What follows belongs to an exercise in optimizing a design on an open flow for a short achievable clock period and few clock cycles; a production flow would make more cautious choices.
In this exercise RTL edits were held to simulation tests only and were not proved equivalent to the original.
Power figures rest on the tool's default switching activity, not on a simulated workload.

===== design.v =====
`default_nettype none
package isaPkg;
	typedef logic [15:0] word_t;
	typedef logic [3:0] regAddr_t;
	typedef logic [1:0] regPrefix_t;
	typedef enum logic [3:0] {
		opLw   = 4'b0001,
		opSw   = 4'b0010,
		opJmp  = 4'b0011,
		opBeq  = 4'b0100,
		opBnq  = 4'b0101,
		opAdd  = 4'b1000,
		opAddi = 4'b1001,
		opNand = 4'b1011,
		opSub  = 4'b1100,
		opOr   = 4'b1111
	} opcode_t;
	localparam regPrefix_t baseRegPrefix = 2'b10;
	localparam regPrefix_t dataRegPrefix = 2'b11;
	typedef struct packed {
		opcode_t opcode;
		regAddr_t rs1;
		regAddr_t rs2;
		regAddr_t rd;
		regAddr_t baseReg;
		regAddr_t memReg;
		word_t simm8;
		word_t memOffset;
		word_t jumpOffset;
	} instrFields_t;
endpackage
`default_nettype wire
`default_nettype none
package ctrlPkg;
	typedef enum logic [1:0] {
		aluAdd,
		aluSub,
		aluNand,
		aluOr
	} aluOp_t;
	typedef enum logic [1:0] {
		srcPc,
		srcRs1,
		srcRd,
		srcBase
	} srcA_t;
	typedef enum logic [2:0] {
		srcRs2,
		srcOne,
		srcSimm8,
		srcMemOffset,
		srcJumpOffset
	} srcB_t;
	typedef struct packed {
		aluOp_t aluOp;
		srcA_t srcA;
		srcB_t srcB;
		logic pcWrite;
		logic pcFromReg;
		logic branchEq;
		logic branchNe;
		logic irWrite;
		logic regWrite;
		logic regDstRd;
		logic memToReg;
		logic memRead;
		logic memWrite;
	} ctrlSig_t;
	localparam ctrlSig_t ctrlIdle = '0;
endpackage
`default_nettype wire
`timescale 1ns/100ps
`default_nettype none
module cpuTop #(
	parameter isaPkg::word_t resetPc = '0
) (
	input wire clk,
	input wire rst,
	input wire isaPkg::word_t instr,
	output isaPkg::word_t instrAddr,
	output isaPkg::word_t dataAddr,
	output isaPkg::word_t dataWrData,
	output logic dataWrite,
	output logic dataRead,
	input wire isaPkg::word_t dataRdData
);
	logic [15:0] pcF;
	logic [15:0] irD;
	logic [15:0] pcD1;
	logic vD;
	logic [15:0] regs [1:15];
	logic [15:0] rv [16];
	logic weE;
	logic [3:0] wE;
	logic lwE;
	logic [1:0] aluOpE;
	logic [15:0] opAE;
	logic [15:0] opBE;
	logic fAE;
	logic fBE;
	logic [15:0] resR;
	logic [15:0] addrE;
	logic [15:0] wdataE;
	logic rdE;
	logic wrE;
	assign instrAddr = pcF;
	assign dataAddr = addrE;
	assign dataWrData = wdataE;
	assign dataRead = rdE;
	assign dataWrite = wrE;
	logic [15:0] opA;
	logic [15:0] opB;
	logic [15:0] alu;
	logic [15:0] resE;
	assign opA = fAE ? resR : opAE;
	assign opB = fBE ? resR : opBE;
	always_comb begin
		case (aluOpE)
			2'd1: alu = opA - opB;
			2'd2: alu = ~(opA & opB);
			2'd3: alu = opA | opB;
			default: alu = opA + opB;
		endcase
	end
	assign resE = lwE ? dataRdData : alu;
	logic [3:0] opD;
	logic [3:0] rdD;
	logic [3:0] rs1D;
	logic [3:0] rs2D;
	logic [3:0] baseD;
	logic [3:0] memD;
	logic isLw, isSw, isJmp, isBeq, isBnq, isAddi, isAluR;
	logic [15:0] vRs1, vRs2, vRd, vBase, vMem;
	logic [15:0] simm8;
	logic [15:0] memOff;
	logic [15:0] jmpTgt;
	logic [15:0] brTgt;
	logic [15:0] memAddr;
	logic [15:0] memData;
	logic fwdRd;
	logic eq;
	logic stall;
	logic taken;
	logic redirect;
	logic [15:0] target;
	logic wrD;
	logic [3:0] wD;
	logic [1:0] aluOpD;
	assign opD = irD[15:12];
	assign rdD = irD[11:8];
	assign rs1D = irD[7:4];
	assign rs2D = irD[3:0];
	assign baseD = {2'b10, irD[9:8]};
	assign memD = {2'b11, irD[11:10]};
	assign isLw = (opD == 4'b0001);
	assign isSw = (opD == 4'b0010);
	assign isJmp = (opD == 4'b0011);
	assign isBeq = (opD == 4'b0100);
	assign isBnq = (opD == 4'b0101);
	assign isAddi = (opD == 4'b1001);
	assign isAluR = (opD == 4'b1000) || (opD == 4'b1011) || (opD == 4'b1100) || (opD == 4'b1111);
	always_comb begin
		rv[0] = '0;
		for (int i = 1; i < 16; i++) begin
			rv[i] = regs[i];
		end
	end
	assign vRs1 = rv[rs1D];
	assign vRs2 = rv[rs2D];
	assign vRd = rv[rdD];
	assign vBase = rv[baseD];
	assign vMem = rv[memD];
	assign simm8 = {{8{irD[7]}}, irD[7:0]};
	assign memOff = {{7{irD[7]}}, irD[7:0], 1'b0};
	assign jmpTgt = pcD1 + {{4{irD[11]}}, irD[11:0]};
	assign memAddr = vBase + memOff;
	assign fwdRd = weE && (wE == rdD);
	assign brTgt = fwdRd ? resE : vRd;
	assign memData = (weE && (wE == memD)) ? resE : vMem;
	assign eq = (vRs1 == vRs2);
	assign stall = vD && weE && (
		((isLw || isSw) && (wE == baseD)) ||
		((isBeq || isBnq) && ((wE == rs1D) || (wE == rs2D))));
	assign taken = vD && !stall && ((isBeq && eq) || (isBnq && !eq));
	assign redirect = taken || (vD && isJmp);
	assign target = taken ? brTgt : jmpTgt;
	always_comb begin
		wrD = 1'b0;
		wD = rdD;
		if (isLw) begin
			wrD = 1'b1;
			wD = memD;
		end else if ((isAluR || isAddi) && (rdD != 4'd0)) begin
			wrD = 1'b1;
		end
		case (opD)
			4'b1011: aluOpD = 2'd2;
			4'b1100: aluOpD = 2'd1;
			4'b1111: aluOpD = 2'd3;
			default: aluOpD = 2'd0;
		endcase
	end
	always_ff @(posedge clk or posedge rst) begin
		if (rst) begin
			pcF <= resetPc;
			vD <= 1'b0;
			weE <= 1'b0;
			rdE <= 1'b0;
			wrE <= 1'b0;
		end else begin
			if (!stall) begin
				if (redirect) begin
					pcF <= target;
					vD <= 1'b0;
				end else begin
					pcF <= pcF + 16'd1;
					vD <= 1'b1;
				end
			end
			weE <= vD && !stall && wrD;
			rdE <= vD && !stall && isLw;
			wrE <= vD && !stall && isSw;
		end
	end
	always_ff @(posedge clk) begin
		if (!stall) begin
			irD <= instr;
			pcD1 <= pcF + 16'd1;
		end
		wE <= wD;
		lwE <= isLw;
		aluOpE <= aluOpD;
		opAE <= isAddi ? vRd : vRs1;
		opBE <= isAddi ? simm8 : vRs2;
		fAE <= weE && (wE == (isAddi ? rdD : rs1D));
		fBE <= weE && !isAddi && (wE == rs2D);
		resR <= resE;
		addrE <= memAddr;
		wdataE <= memData;
	end
	always_ff @(posedge clk or posedge rst) begin
		if (rst) begin
			for (int i = 1; i < 16; i++) begin
				regs[i] <= '0;
			end
		end else if (weE) begin
			regs[wE] <= resE;
		end
	end
endmodule
`default_nettype wire

===== run.sh =====
#!/bin/bash
# synth_recipe.tcl (not shown) runs the flow's synth.tcl, then flattens the netlist and writes it again
# the make line also repeats each setting of config.mk as NAME=value (left out here)
make -C /OpenROAD-flow-scripts/flow DESIGN_CONFIG=/design/flow/config.mk WORK_HOME=/design/flow/orfs CLKGATE_MAP_FILE= SYNTH_SCRIPT=/design/flow/synth_recipe.tcl finish

===== config.mk =====
export PLATFORM = sky130hd
export DESIGN_NAME = cpuTop
export DESIGN_NICKNAME = cpuTop
export VERILOG_FILES = /design/flow/design.v
export SDC_FILE = /design/flow/constraint.sdc
export NUM_CORES = 4
export LEC_CHECK = 0
export CAP_MARGIN = 20
export CORE_MARGIN = 2
export CORE_UTILIZATION = 40
export SLEW_MARGIN = 20

===== constraint.sdc =====
create_clock -name core_clock -period 10.0 [get_ports {clk}]
set_input_delay 2.0000 -clock core_clock [delete_from_list [all_inputs] [get_ports {clk}]]
set_output_delay 2.0000 -clock core_clock [all_outputs]
set_load 0.01 [all_outputs]

==> impl_summary.txt, run 1 <==
----------------------------------------------------
[Floorplanning]
  Horiz. Die Dim ... 248 µm
  Chip height ... 248 µm
  Initial Utilization ... 40.3%
  Full die area ... 0.0614 mm²
  Core box area ... 0.0589 mm²
  Row cnt ... 89
  Boundary pin count ... 84

[Pwr]
  Final total power ... 0.00890 W
  PD cells ... 332 mW/mm²
  Pleak ... 11.3 nW
  Peak supply drop ... 0.000448 V

[Min path]
  Classification of the worst-slack hold path ... flip-flop to flip-flop

[Synthesis]
  Avg Inst Size Synth ... 9.06 µm²
  Area contributors post-synth ... sky130_fd_sc_hd__dfrtp_1, sky130_fd_sc_hd__nand2_1, sky130_fd_sc_hd__dfxtp_1, sky130_fd_sc_hd__mux2i_1, sky130_fd_sc_hd__mux2_2
  Ys async rst share ... 68.2%
  Distinct cells, synth ... 93
  Sequential area share after synthesis ... 38.9%
  Post-Synthesis Cells ... 2621
  Post-synthesis instance area ... 0.0238 mm²
  Count of synthesis-stage warnings from yosys ... 3
  Flop and latch count out of synthesis ... 381
  Total nets after synthesis ... 2706
  Cell type contributing the most total cell area after synthesis ... sky130_fd_sc_hd__dfrtp_1
  Top flip-flop cell by instance count after synthesis ... sky130_fd_sc_hd__dfrtp_1
  Share of the synthesized area in the top cell type ... 27.4%
  Number of enable flip-flop cells after synthesis ... 32

[Setup path]
  Number of cells traversed by the worst register-to-register path ... 18
  Slowest cell on crit path ... sky130_fd_sc_hd__nand4_1
  Worst r2r dst ... pcF[14]$_DFFE_PP0N_
  Delay of the slowest cell on the worst path ... 0.87 ns
  Capturing element type of the critical path ... flip-flop
  Largest fanout of any net on the critical path ... 32
  Launching element type of the critical path ... flip-flop
  CP startpoint ... fBE$_DFF_P_
  Worst setup endpoint ... pcF[14]$_DFFE_PP0N_
  CP Data Required Time ... 10.47 ns
  Setup slack, reg-to-reg ... 4.89 ns
  Arrival @ worst endpoint ... 5.58 ns
  Source of the worst register-to-register timing path ... fBE$_DFF_P_
  Worst setup path category ... flip-flop to flip-flop
  Critical-path cell list ... buf_4 -> mux2i_1 -> ha_1 -> nand3_1 -> nor4_1 -> and3b_1 -> nor2_1 -> xor2_1 -> ha_1 -> a21oi_1 -> o21bai_1 -> o21ai_0 -> a21oi_1 -> or4b_2 -> nand4_1 -> o21a_1 -> a21oi_1 -> a221oi_2
  Most used cell along the critical path ... sky130_fd_sc_hd__a21oi_1

[Placement]
  Final weighted congestion in routability-driven placement ... 1.05
  Estimated wirelength of the detail-placed design ... 71300 µm
  Count of input and output buffers ... 83
  Cell area reported after detailed placement ... 0.0253 mm²

[Global route]
  Initial antenna violation count ... 3
  Global-route congestion overflow total ... 0
  First-pass GRT wire length ... 154000 µm
  Vias in the first global route ... 22000
  Global routing usage summed across all routing layers ... 34.7%
  Maximum number of pins on one net before global-route repair ... 143

[Detailed routing]
  Via count of the routed design ... 22500
  DRC viols ... 0
  Wire per inst ... 31.0 µm
  Vias per cell ... 6.52
  First-pass iteration count of the detailed router ... 9
  Initial DRC count ... 3163
  Remaining antenna violation count ... 0
  Total routed wirelength ... 107000 µm

[Clocking]
  Number of H-tree branching levels ... 2
  Post-cts hold buffer count ... 0
  Count of buffers added by post-CTS timing repair for setup ... 0
  Num CTS Buffers ... 44
  Root Buffer Master ... sky130_fd_sc_hd__clkbuf_16
  Insertion delay to the later sink of the worst-skew pair ... 0.62 ns
  TritonCTS clock tree ... yes
  Number of cells upsized or downsized after cts ... 0
  TritonCTS sink count ... 381
  Max clock buf depth ... 3
  Register clock-pin slew on the reported worst setup and hold paths ... 0.06 ns

[Layout]
  Final core area utilization ... 45.5%
  Share of final-layout standard cells stronger than drive strength 1 ... 13.0%
  Total non-filler cell area in the finished layout ... 0.0268 mm²
  Most frequent cells in the layout ... sky130_fd_sc_hd__nand2_1, sky130_fd_sc_hd__dfrtp_1, sky130_fd_sc_hd__nor2_1
  Most common cell after layout, fill and taps aside ... sky130_fd_sc_hd__nand2_1
  Area growth from synthesis to layout ... 12.9%
  # nets final ... 2721

[Job]
  Number of max-cap violations ... 0

[STA]
  Total Negative Setup Slacks ... 0 ns
  Number of pins exceeding their max-slew limit in the final report ... 0
  Fraction of the cycle the final worst path needs ... 51.1%
  Worst slew margin relative to its limit ... 15.6%
  RSZ-0062 raised after global routing ... false
  Final Setup Violations ... 0
  Fin crit period ... 5.11 ns
  Final hold violation count ... 0
  Fin Clk Skew ... 0.0479 ns
  Timing-limited maximum frequency ... 196 MHz
  Slew at the pin closest to its max-slew limit ... 1.26 ns

[Run status]
  Run status ... complete, no violations

----------------------------------------------------
[power breakdown]
group | total [W] | internal (W) | switching, W
Sequential | 0.00321 | 0.00230 | 0.000909
Clock | 0.00166 | 0.000954 | 0.000702
Combinational | 0.00403 | 0.00160 | 0.00243
Total | 0.00890 | 0.00485 | 0.00404
[per-stage QoR]
| stage | instances | hold WS, ns | setup WS [ns] |
|---|---|---|---|
| final | 3449 | 0.533 | 4.89 |
| after global routing | 3445 | 0.560 | 4.64 |
| after CTS | 3444 | 0.530 | 4.96 |
| after detailed placement | 3362 | 0.515 | 4.99 |
| after global placement | 3361 | 0.512 | 5.12 |
| after floorplan | 2621 | 0.477 | 0.845 |
[layout make-up]
class                           count  area, µm²
Antenna cell                        4       10.0
Clock inverter                     11        145
Multi-Input combinational cell   1995      13500
Timing Repair Buffer              161       1430
Sequential cell                   381       9250
Inverter                           53        206
Fill cell                        5624      32100
Clock buffer                       71       1310
Tap cell                          773        967
[cells by family (layout without fill, tap and decap cells)]
logic type | after synthesis | after routing | share of synthesized area, %
AOI/OAI and AO/OA | 585 | 585 | 17.4
xor gates and xnor gates | 97 | 97 | 3.58
adders and majority gates | 51 | 51 | 2.78
buffers and inverters | 245 | 296 | 4.81
DFF | 381 | 381 | 38.9
muxes | 279 | 279 | 14.2
other | 0 | 4 | 0
and+or+nand+nor | 983 | 983 | 18.3
[worst max-delay path, delay by kind of cell (launching register included)]
family          cells  cell delay (ns)
simple gates        6             1.79
compound gates      7             1.32
fa+ha+maj           2             0.62
mux                 1             0.40
buf+inv             1             0.34
flops               1             0.31
xor+xnor            1             0.17
[sequential cells by signal, indices dropped and copies added (netlist names)]
name / flops
opBE: 16
weE: 1
rdE: 1
pcD1: 16
regs: 240
wdataE: 16
opAE: 16
wrE: 1
addrE: 16
irD: 16
resR: 16
aluOpE: 2
pcF: 16
fBE: 1
vD: 1
fAE: 1
wE: 4
lwE: 1
[metal layers]
metal	global-route usage, %	wire [µm]
met1	44.1	41700
met2	49.7	44200
met3	12.4	13000
met4	22.6	8140
met5	0	24
[cell usage after synthesis (37+ instances only)]
library cell and instances:
sky130_fd_sc_hd__o21ai_0 138, sky130_fd_sc_hd__mux2_2 99, sky130_fd_sc_hd__dfrtp_1 260, sky130_fd_sc_hd__a22o_1 40, sky130_fd_sc_hd__mux4_2 37, sky130_fd_sc_hd__ha_1 48
sky130_fd_sc_hd__nand2_1 551, sky130_fd_sc_hd__clkbuf_1 107, sky130_fd_sc_hd__xnor2_1 56, sky130_fd_sc_hd__a22oi_1 81, sky130_fd_sc_hd__nand3_1 62, sky130_fd_sc_hd__a21oi_1 78
sky130_fd_sc_hd__nor2_1 174, sky130_fd_sc_hd__mux2i_1 141, sky130_fd_sc_hd__xor2_1 41, sky130_fd_sc_hd__dfxtp_1 89, sky130_fd_sc_hd__inv_1 50
[worst min-delay path by stage]
stage                             startpoint                        to  depth (start not counted)
finish               regs[11][0]$_DFFE_PP0P_   regs[11][0]$_DFFE_PP0P_                          2
global route          regs[5][2]$_DFFE_PP0P_    regs[5][2]$_DFFE_PP0P_                          2
CTS                  regs[5][14]$_DFFE_PP0P_   regs[5][14]$_DFFE_PP0P_                          2
detailed placement   regs[5][14]$_DFFE_PP0P_   regs[5][14]$_DFFE_PP0P_                          2
global placement      regs[9][9]$_DFFE_PP0P_    regs[9][9]$_DFFE_PP0P_                          2
floorplan           regs[10][14]$_DFFE_PP0P_  regs[10][14]$_DFFE_PP0P_                          2
Testbench counts, summed over its fixed seeds: cycles 108,629.
==> inputs of run 2 (changes only) <==
--- a/config.mk
+++ b/config.mk
@@ -5,7 +5,10 @@
 export SDC_FILE = /design/flow/constraint.sdc
 export NUM_CORES = 4
 export LEC_CHECK = 0
+export ABC_CLOCK_PERIOD_IN_PS = 2500
 export CAP_MARGIN = 20
 export CORE_MARGIN = 2
 export CORE_UTILIZATION = 40
+export SETUP_SLACK_MARGIN = 5
 export SLEW_MARGIN = 20
+export TNS_END_PERCENT = 100
==> run 2 against run 1 <==
  * Still clean on timing, DRC and antenna
  * Power shrank 0.27%
  * Count of clock-buffer cells in the layout shrank 2
  * Global-route usage shrank 0.62 points
  * Flip-flop and latch count is the same
  * Critical path depth shrank 6
  * Combinational power is essentially flat
  * Via count shrank 0.16%
  * Register-to-register slack gained 0.05 ns
  * Hold slack lost 0.0062 ns
  * Sequential power is essentially flat
  * Final cell count shrank 0.20%
  * Critical endpoint is now pcF[0]$_DFFE_PP0N_
==> impl_summary.txt, run 2 <==
----------------------------------------------------
[Floorplanning]
  Full die area ... 0.0614 mm²
  Chip height ... 248 µm
  Initial Utilization ... 40.3%
  Boundary pin count ... 84
  Horiz. Die Dim ... 248 µm
  Core box area ... 0.0589 mm²
  Row cnt ... 89

[Pwr]
  Pleak ... 11.3 nW
  Peak supply drop ... 0.000381 V
  PD cells ... 331 mW/mm²

[Global route]
  Global routing usage summed across all routing layers ... 34.1%
  Initial antenna violation count ... 0
  Global-route congestion overflow total ... 0
  First-pass GRT wire length ... 151000 µm
  Maximum number of pins on one net before global-route repair ... 157
  Vias in the first global route ... 21800

[Clocking]
  Number of H-tree branching levels ... 2
  TritonCTS sink count ... 381
  Post-cts hold buffer count ... 0
  Max clock buf depth ... 3
  Root Buffer Master ... sky130_fd_sc_hd__clkbuf_16
  Num CTS Buffers ... 45
  Register clock-pin slew on the reported worst setup and hold paths ... 0.06 ns
  Insertion delay to the later sink of the worst-skew pair ... 0.61 ns
  TritonCTS clock tree ... yes

[Layout]
  Most frequent cells in the layout ... sky130_fd_sc_hd__nand2_1, sky130_fd_sc_hd__dfrtp_1, sky130_fd_sc_hd__nor2_1
  Area growth from synthesis to layout ... 12.8%
  Final Non-Filler Cells ... 3442
  Seq. cell area ... 0.00925 mm²
  Number of flip-flops under the largest register name ... 240
  Share of final-layout standard cells stronger than drive strength 1 ... 13.2%
  Fillers ... 5684
  # nets final ... 2716
  Most common cell after layout, fill and taps aside ... sky130_fd_sc_hd__nand2_1
  Largest register by flop count ... regs
  Total non-filler cell area in the finished layout ... 0.0268 mm²
  Multi-input combinational cell area ... 0.0135 mm²

[STA]
  Slew at the pin closest to its max-slew limit ... 1.28 ns
  Final hold violation count ... 0
  Number of pins exceeding their max-slew limit in the final report ... 0
  Fraction of the cycle the final worst path needs ... 50.6%
  Timing-limited maximum frequency ... 198 MHz
  Worst slew margin relative to its limit ... 13.7%
  Worst hold slack after final layout ... 0.526 ns
  Final Setup Violations ... 0
  RSZ-0062 raised after global routing ... false
  Total Negative Setup Slacks ... 0 ns
  Fin Clk Skew ... 0.0359 ns
  Fin crit period ... 5.06 ns
  Min setup slack post-route ... 4.94 ns

[Detailed routing]
  Initial DRC count ... 3508
  First-pass iteration count of the detailed router ... 10
  DRC viols ... 0
  Via count of the routed design ... 22500
  Wire per inst ... 30.5 µm
  Total routed wirelength ... 105000 µm
  Vias per cell ... 6.52
  Remaining antenna violation count ... 0

[Synthesis]
  Most common library cells after synthesis ... sky130_fd_sc_hd__nand2_1, sky130_fd_sc_hd__dfrtp_1, sky130_fd_sc_hd__nor2_1, sky130_fd_sc_hd__mux2i_1, sky130_fd_sc_hd__o21ai_0
  Post-Synthesis Cells ... 2621
  Distinct cells, synth ... 93
  Dominant cell by count in the synthesized netlist ... sky130_fd_sc_hd__nand2_1
  Flop and latch count out of synthesis ... 381
  Top flip-flop cell by instance count after synthesis ... sky130_fd_sc_hd__dfrtp_1
  Post-synthesis instance area ... 0.0238 mm²
  Area contributors post-synth ... sky130_fd_sc_hd__dfrtp_1, sky130_fd_sc_hd__nand2_1, sky130_fd_sc_hd__dfxtp_1, sky130_fd_sc_hd__mux2i_1, sky130_fd_sc_hd__mux2_2
  Ys async rst share ... 68.2%
  Total nets after synthesis ... 2706
  Avg Inst Size Synth ... 9.06 µm²
  Share of the synthesized area in the top cell type ... 27.4%
  Cell type contributing the most total cell area after synthesis ... sky130_fd_sc_hd__dfrtp_1
  Number of enable flip-flop cells after synthesis ... 32
  Count of synthesis-stage warnings from yosys ... 3
  Sequential area share after synthesis ... 38.9%

[Setup path]
  Launching element type of the critical path ... flip-flop
  Arrival @ worst endpoint ... 5.55 ns
  CP Data Required Time ... 10.50 ns
  Number of cells traversed by the worst register-to-register path ... 12
  Capturing element type of the critical path ... flip-flop
  Worst setup path category ... flip-flop to flip-flop
  Largest fanout of any net on the critical path ... 33

[Min path]
  Hold Crit Depth ... 2
  Classification of the worst-slack hold path ... flip-flop to flip-flop

[Placement]
  Final weighted congestion in routability-driven placement ... 1.07
  Count of input and output buffers ... 83
  Number of placed cells counting well taps ... 3354
  Estimated wirelength of the detail-placed design ... 70500 µm
  Cell area reported after detailed placement ... 0.0253 mm²
  Minimum setup slack after placement ... 5.05 ns

[Job]
  Number of max-cap violations ... 0

[Run status]
  Run status ... complete, no violations

----------------------------------------------------
-- run 2: changes by cell type in the layout (fill, tap and decap cells not counted), moves of 3 or more --
cell	before	now
sky130_fd_sc_hd__buf_4	76	68
sky130_fd_sc_hd__clkbuf_1	20	13
sky130_fd_sc_hd__clkinv_2	3	9
sky130_fd_sc_hd__clkbuf_8	4	9
sky130_fd_sc_hd__diode_2	4	1
-- run 2: worst max-delay path: stages, from the launching register on --
cell	delay, ns
sky130_fd_sc_hd__edfxtp_1	0.32
sky130_fd_sc_hd__buf_4	0.38
sky130_fd_sc_hd__buf_4	0.58
sky130_fd_sc_hd__nor2b_1	0.37
sky130_fd_sc_hd__a22oi_1	0.25
sky130_fd_sc_hd__o221ai_1	0.13
sky130_fd_sc_hd__nor4_1	1.05
sky130_fd_sc_hd__xor2_1	0.19
sky130_fd_sc_hd__nand4_1	0.24
sky130_fd_sc_hd__nor3_2	0.48
sky130_fd_sc_hd__and4b_1	0.51
sky130_fd_sc_hd__nor2_4	0.11
sky130_fd_sc_hd__a211o_1	0.28
-- run 2: where the power goes --
| group | internal [W] | total (W) | switching, W |
|---|---|---|---|
| sequential | 0.00230 | 0.00321 | 0.000910 |
| clock | 0.000934 | 0.00164 | 0.000704 |
| combinational | 0.00160 | 0.00402 | 0.00242 |
-- run 2: path summary, 6_finish.rpt --
path                                         startpoint                       end  slack (ns)
worst max-delay path                   irD[3]$_DFFE_PN_        pcF[0]$_DFFE_PP0N_        4.94
worst min-delay path            regs[11][0]$_DFFE_PP0P_   regs[11][0]$_DFFE_PP0P_        0.53
max in group asynchronous                           rst   regs[10][4]$_DFFE_PP0P_        6.62
worst min register to register  regs[11][0]$_DFFE_PP0P_   regs[11][0]$_DFFE_PP0P_        0.53
worst max register to register         irD[3]$_DFFE_PN_        pcF[0]$_DFFE_PP0N_        4.94
min in group asynchronous                           rst  regs[15][15]$_DFFE_PP0P_        1.91
-- run 2: layer usage --
| layer | vias to the layer above | share of wire, % | wire length (µm) | global-route usage [%] |
|---|---|---|---|---|
| met5 | - | 0 | 0 | 0 |
| met4 | 0 | 6.9 | 7260 | 20.8 |
| met3 | 376 | 12 | 12400 | 10.0 |
| met2 | 1576 | 42 | 43800 | 49.5 |
| met1 | 11000 | 40 | 41500 | 44.7 |
| li1 | 9516 | - | - | - |
-- run 2: layout make-up --
class	count	share of cell area, %
diodes	1	0.00934
clock buffers	69	5.03
clock inverters	15	0.388
inverters	53	0.757
multi-input cells	1995	50.5
flip-flops and latches	381	34.5
well taps	773	3.61
repair buffers	155	5.21
-- run 2: logic make-up after synthesis --
family                     synth area share (%)
DFF                                        38.9
and+or+nand+nor                            18.3
AOI/OAI and AO/OA                          17.4
buffers and inverters                      4.81
adders and majority gates                  2.78
xor gates and xnor gates                   3.58
muxes                                      14.2
-- run 2: timing repair --
action / CTS / global route
buffers inserted: 0 / 0
gates resized for setup: 0 / 5
endpoints found under the setup margin: 0 / 16
-- run 2: through the flow --
stage	util, %	power [W]
after floorplan	-	0.00544
after global placement	42.9	0.00701
after detailed placement	42.9	0.00706
after CTS	45.4	0.00872
after global routing	45.5	0.00934
final	45.5	0.00887
==> inputs of run 3 (changes only) <==
==> flow/run.sh (new file) <==
#!/bin/bash
set -euo pipefail
bash standard.sh SETUP_SLACK_MARGIN=7 finish > standard_flow.log 2>&1
==> standard.sh (new file) <==
#!/bin/bash
# synth_recipe.tcl (not shown) runs the flow's synth.tcl, then flattens the netlist and writes it again
# the make line also repeats each setting of config.mk as NAME=value (left out here)
make -C /OpenROAD-flow-scripts/flow DESIGN_CONFIG=/design/flow/config.mk WORK_HOME=/design/flow/orfs CLKGATE_MAP_FILE= SYNTH_SCRIPT=/design/flow/synth_recipe.tcl "${@:-finish}"
removed: run.sh
==> run 3 against run 2 <==
  * Critical path depth increased by 2
  * Synthesized area unchanged
  * Critical endpoint unchanged
  * Flip-flop and latch count unchanged
  * Hold slack improved by 0.0071 ns
  * Sequential share of layout area decreased by 4.9 points
  * Power increased by 27%
  * Fmax increased by 34%
  * Via count increased by 8.3%
  * Non-clock buffer count increased by 241
  * Synthesized cell count unchanged
  * Critical path type unchanged
  * First-iteration DRC count decreased by 0.60%
==> impl_summary.txt, run 3 <==
----------------------------------------------------
[Synthesis]
  Number of enable flip-flop cells after synthesis ... 32
  Distinct cells, synth ... 93
  Dominant cell by count in the synthesized netlist ... sky130_fd_sc_hd__nand2_1
  Count of synthesis-stage warnings from yosys ... 3
  Share of the synthesized area in the top cell type ... 27.4%
  Most common library cells after synthesis ... sky130_fd_sc_hd__nand2_1, sky130_fd_sc_hd__dfrtp_1, sky130_fd_sc_hd__nor2_1, sky130_fd_sc_hd__mux2i_1, sky130_fd_sc_hd__o21ai_0
  Ys async rst share ... 68.2%
  Flop and latch count out of synthesis ... 381
  Post-Synthesis Cells ... 2621
  Cell type contributing the most total cell area after synthesis ... sky130_fd_sc_hd__dfrtp_1
  Top flip-flop cell by instance count after synthesis ... sky130_fd_sc_hd__dfrtp_1
  Avg Inst Size Synth ... 9.06 µm²
  Total nets after synthesis ... 2706
  Post-synthesis instance area ... 0.0238 mm²
  Sequential area share after synthesis ... 38.9%
  Area contributors post-synth ... sky130_fd_sc_hd__dfrtp_1, sky130_fd_sc_hd__nand2_1, sky130_fd_sc_hd__dfxtp_1, sky130_fd_sc_hd__mux2i_1, sky130_fd_sc_hd__mux2_2

[Global route]
  First-pass GRT wire length ... 164000 µm
  Global routing usage summed across all routing layers ... 37.2%
  Initial antenna violation count ... 6
  Vias in the first global route ... 23200
  Maximum number of pins on one net before global-route repair ... 79
  Global-route congestion overflow total ... 0

[Layout]
  Most common cell after layout, fill and taps aside ... sky130_fd_sc_hd__nand2_1
  Share of final-layout standard cells stronger than drive strength 1 ... 31.4%
  Final Non-Filler Cells ... 3685
  Fillers ... 5311
  Total non-filler cell area in the finished layout ... 0.0314 mm²
  # nets final ... 2959
  Area growth from synthesis to layout ... 32.0%
  Largest register by flop count ... regs
  Final core area utilization ... 53.2%
  Number of flip-flops under the largest register name ... 240
  Most frequent cells in the layout ... sky130_fd_sc_hd__nand2_1, sky130_fd_sc_hd__dfrtp_1, sky130_fd_sc_hd__buf_4

[Detailed routing]
  Total routed wirelength ... 117000 µm
  Remaining antenna violation count ... 0
  Via count of the routed design ... 24300
  Wire per inst ... 31.9 µm
  Vias per cell ... 6.60
  Initial DRC count ... 3487
  First-pass iteration count of the detailed router ... 11
  DRC viols ... 0

[Setup path]
  Capturing element type of the critical path ... flip-flop
  Delay of the slowest cell on the worst path ... 0.39 ns
  Slowest cell on crit path ... sky130_fd_sc_hd__a211oi_1
  Worst setup path category ... flip-flop to flip-flop
  Largest fanout of any net on the critical path ... 24
  Most used cell along the critical path ... sky130_fd_sc_hd__buf_6
  CP Data Required Time ... 10.51 ns
  Number of cells traversed by the worst register-to-register path ... 14
  Critical-path cell list ... buf_6 -> buf_16 -> or3b_4 -> buf_4 -> nor2_1 -> a211oi_1 -> o211ai_1 -> xnor2_1 -> nand4_1 -> nor4_4 -> buf_6 -> and4b_4 -> nor2_4 -> a211o_1
  Arrival @ worst endpoint ... 4.29 ns
  Launching element type of the critical path ... flip-flop

[STA]
  Fin Clk Skew ... 0.0301 ns
  Worst hold slack after final layout ... 0.533 ns
  Number of pins exceeding their max-slew limit in the final report ... 0
  Timing-limited maximum frequency ... 264 MHz
  Final hold violation count ... 0
  Fin crit period ... 3.78 ns
  Slew at the pin closest to its max-slew limit ... 1.42 ns
  Total Negative Setup Slacks ... 0 ns
  RSZ-0062 raised after global routing ... true
  Fraction of the cycle the final worst path needs ... 37.8%
  Worst slew margin relative to its limit ... 4.92%
  Final Setup Violations ... 0

[Floorplanning]
  Initial Utilization ... 40.3%
  Horiz. Die Dim ... 248 µm
  Full die area ... 0.0614 mm²
  Core box area ... 0.0589 mm²
  Boundary pin count ... 84
  Chip height ... 248 µm
  Row cnt ... 89

[Min path]
  Classification of the worst-slack hold path ... flip-flop to flip-flop
  Hold Crit Depth ... 2

[Pwr]
  PD cells ... 358 mW/mm²
  Total internal power ... 0.00629 W
  Fraction of power consumed by combinational cells ... 54.9%
  Share of power burned in registers ... 29.0%
  Clk pwr share ... 16.1%
  Pleak ... 13.6 nW
  Net switching power ... 0.00495 W
  Switching share of power ... 44.0%
  Peak supply drop ... 0.000322 V

[Job]
  Number of max-cap violations ... 0

[Placement]
  Count of input and output buffers ... 83
  Final weighted congestion in routability-driven placement ... 1.01
  Cell area reported after detailed placement ... 0.0256 mm²
  Estimated wirelength of the detail-placed design ... 71800 µm
  Number of placed cells counting well taps ... 3365

[Clocking]
  Max clock buf depth ... 3
  Insertion delay to the later sink of the worst-skew pair ... 0.64 ns
  TritonCTS clock tree ... yes
  Number of H-tree branching levels ... 2
  Register clock-pin slew on the reported worst setup and hold paths ... 0.06 ns
  Post-cts hold buffer count ... 0
  TritonCTS sink count ... 381
  Root Buffer Master ... sky130_fd_sc_hd__clkbuf_16
  Num CTS Buffers ... 45

[Run status]
  Run status ... complete, no violations

----------------------------------------------------
run 3: metrics by stage:
step / total power, W / worst slack [ns]
floorplan: 0.00571 / 4.57
global placement: 0.00719 / 5.10
detailed placement: 0.00725 / 5.06
CTS: 0.0104 / 6.22
global route: 0.0117 / 6.10
finish: 0.0112 / 6.22
run 3: logic make-up after synthesis:
kind of cell | synth area share (%)
simple gates | 18.3
compound gates | 17.4
flops | 38.9
mux | 14.2
buf+inv | 4.81
xor+xnor | 3.58
fa+ha+maj | 2.78
run 3: final timing paths:
kind,from,endpoint,slack (ns)
max in group asynchronous,rst,pcF[6]$_DFFE_PP0N_,7.34
min in group asynchronous,rst,regs[8][1]$_DFFE_PP0P_,1.90
setup / recovery,irD[3]$_DFFE_PN_,pcF[0]$_DFFE_PP0N_,6.22
hold / removal,regs[9][5]$_DFFE_PP0P_,regs[9][5]$_DFFE_PP0P_,0.53
hold reg to reg,regs[9][5]$_DFFE_PP0P_,regs[9][5]$_DFFE_PP0P_,0.53
setup reg to reg,irD[3]$_DFFE_PN_,pcF[0]$_DFFE_PP0N_,6.22
run 3: cell type report:
type | instances | area, µm² | share of cell area, %
inverters | 53 | 206 | 0.658
clock buffers | 63 | 1400 | 4.47
multi-input cells | 1996 | 15000 | 47.7
flip-flops and latches | 381 | 9300 | 29.6
well taps | 773 | 967 | 3.08
repair inverters | 1 | 5.00 | 0.0160
clock inverters | 21 | 229 | 0.730
diodes | 1 | 2.50 | 0.00798
repair buffers | 396 | 4300 | 13.7
run 3: power by group through the flow:
stage | sequential (W) | clock (W) | combinational [W]
floorplan | 0.00286 | 0 | 0.00284
global placement | 0.00318 | 0 | 0.00402
detailed placement | 0.00319 | 0 | 0.00406
finish | 0.00326 | 0.00181 | 0.00617
CTS | 0.00318 | 0.00181 | 0.00540
global route | 0.00330 | 0.00188 | 0.00648
run 3: routing by layer:
| layer | GRT usage (%) | vias up | routed length [µm] | part of all wire (%) |
|---|---|---|---|---|
| met5 | 0.397 | - | 149 | 0.13 |
| met4 | 23.6 | 6 | 8970 | 7.6 |
| met3 | 13.7 | 565 | 15400 | 13 |
| met2 | 54.5 | 1928 | 49500 | 42 |
| met1 | 46.1 | 11800 | 43400 | 37 |
| li1 | - | 10000 | - | - |
run 3: critical path: cells and delay by family, from the launching register on:
family / cells / cell delay (ns)
simple gates: 6 / 1.32
compound gates: 3 / 0.91
buf+inv: 4 / 0.77
flops: 1 / 0.38
xor+xnor: 1 / 0.25
run 3: timing repair:
item                       CTS  global route
pin swaps                   74           100
cloned                      18             5
gates resized for setup    495           211
setup buffers              131            81
setup endpoints to repair  610           383

## re-timing with driven ports
How much do the figures lean on ideal ports? The routed layouts below were timed once more, with nothing changed but the port constraints. Step 1 assumes that a clkbuf_16 drives the clock port and a buf_2 every other input. Step 2, shift: input delay + t, output delay - t, t = (earliest + latest rising clock arrival at the registers) / 2. This alone moves slack from input paths to output paths. a / b / c = no drivers / after step 1 / after step 2; a / b = the first two.
run | t, ns | setup slack, ns | clock arrival spread, ns | worst data-port slew with drivers (ns)
run 1 | 0.654 | 4.891 / 4.891 / 4.891 | 0.048 / 0.048 | 0.05
run 2 | 0.665 | 4.945 / 4.945 / 4.945 | 0.036 / 0.036 | 0.04
run 3 | 0.679 | 6.215 / 6.215 / 6.080 | 0.039 / 0.039 | 0.05
After both steps every run listed still meets setup and hold. For run 3, which loses most, drivers alone change the setup slack by 0.000 ns; drivers and shift together by -0.135 ns.
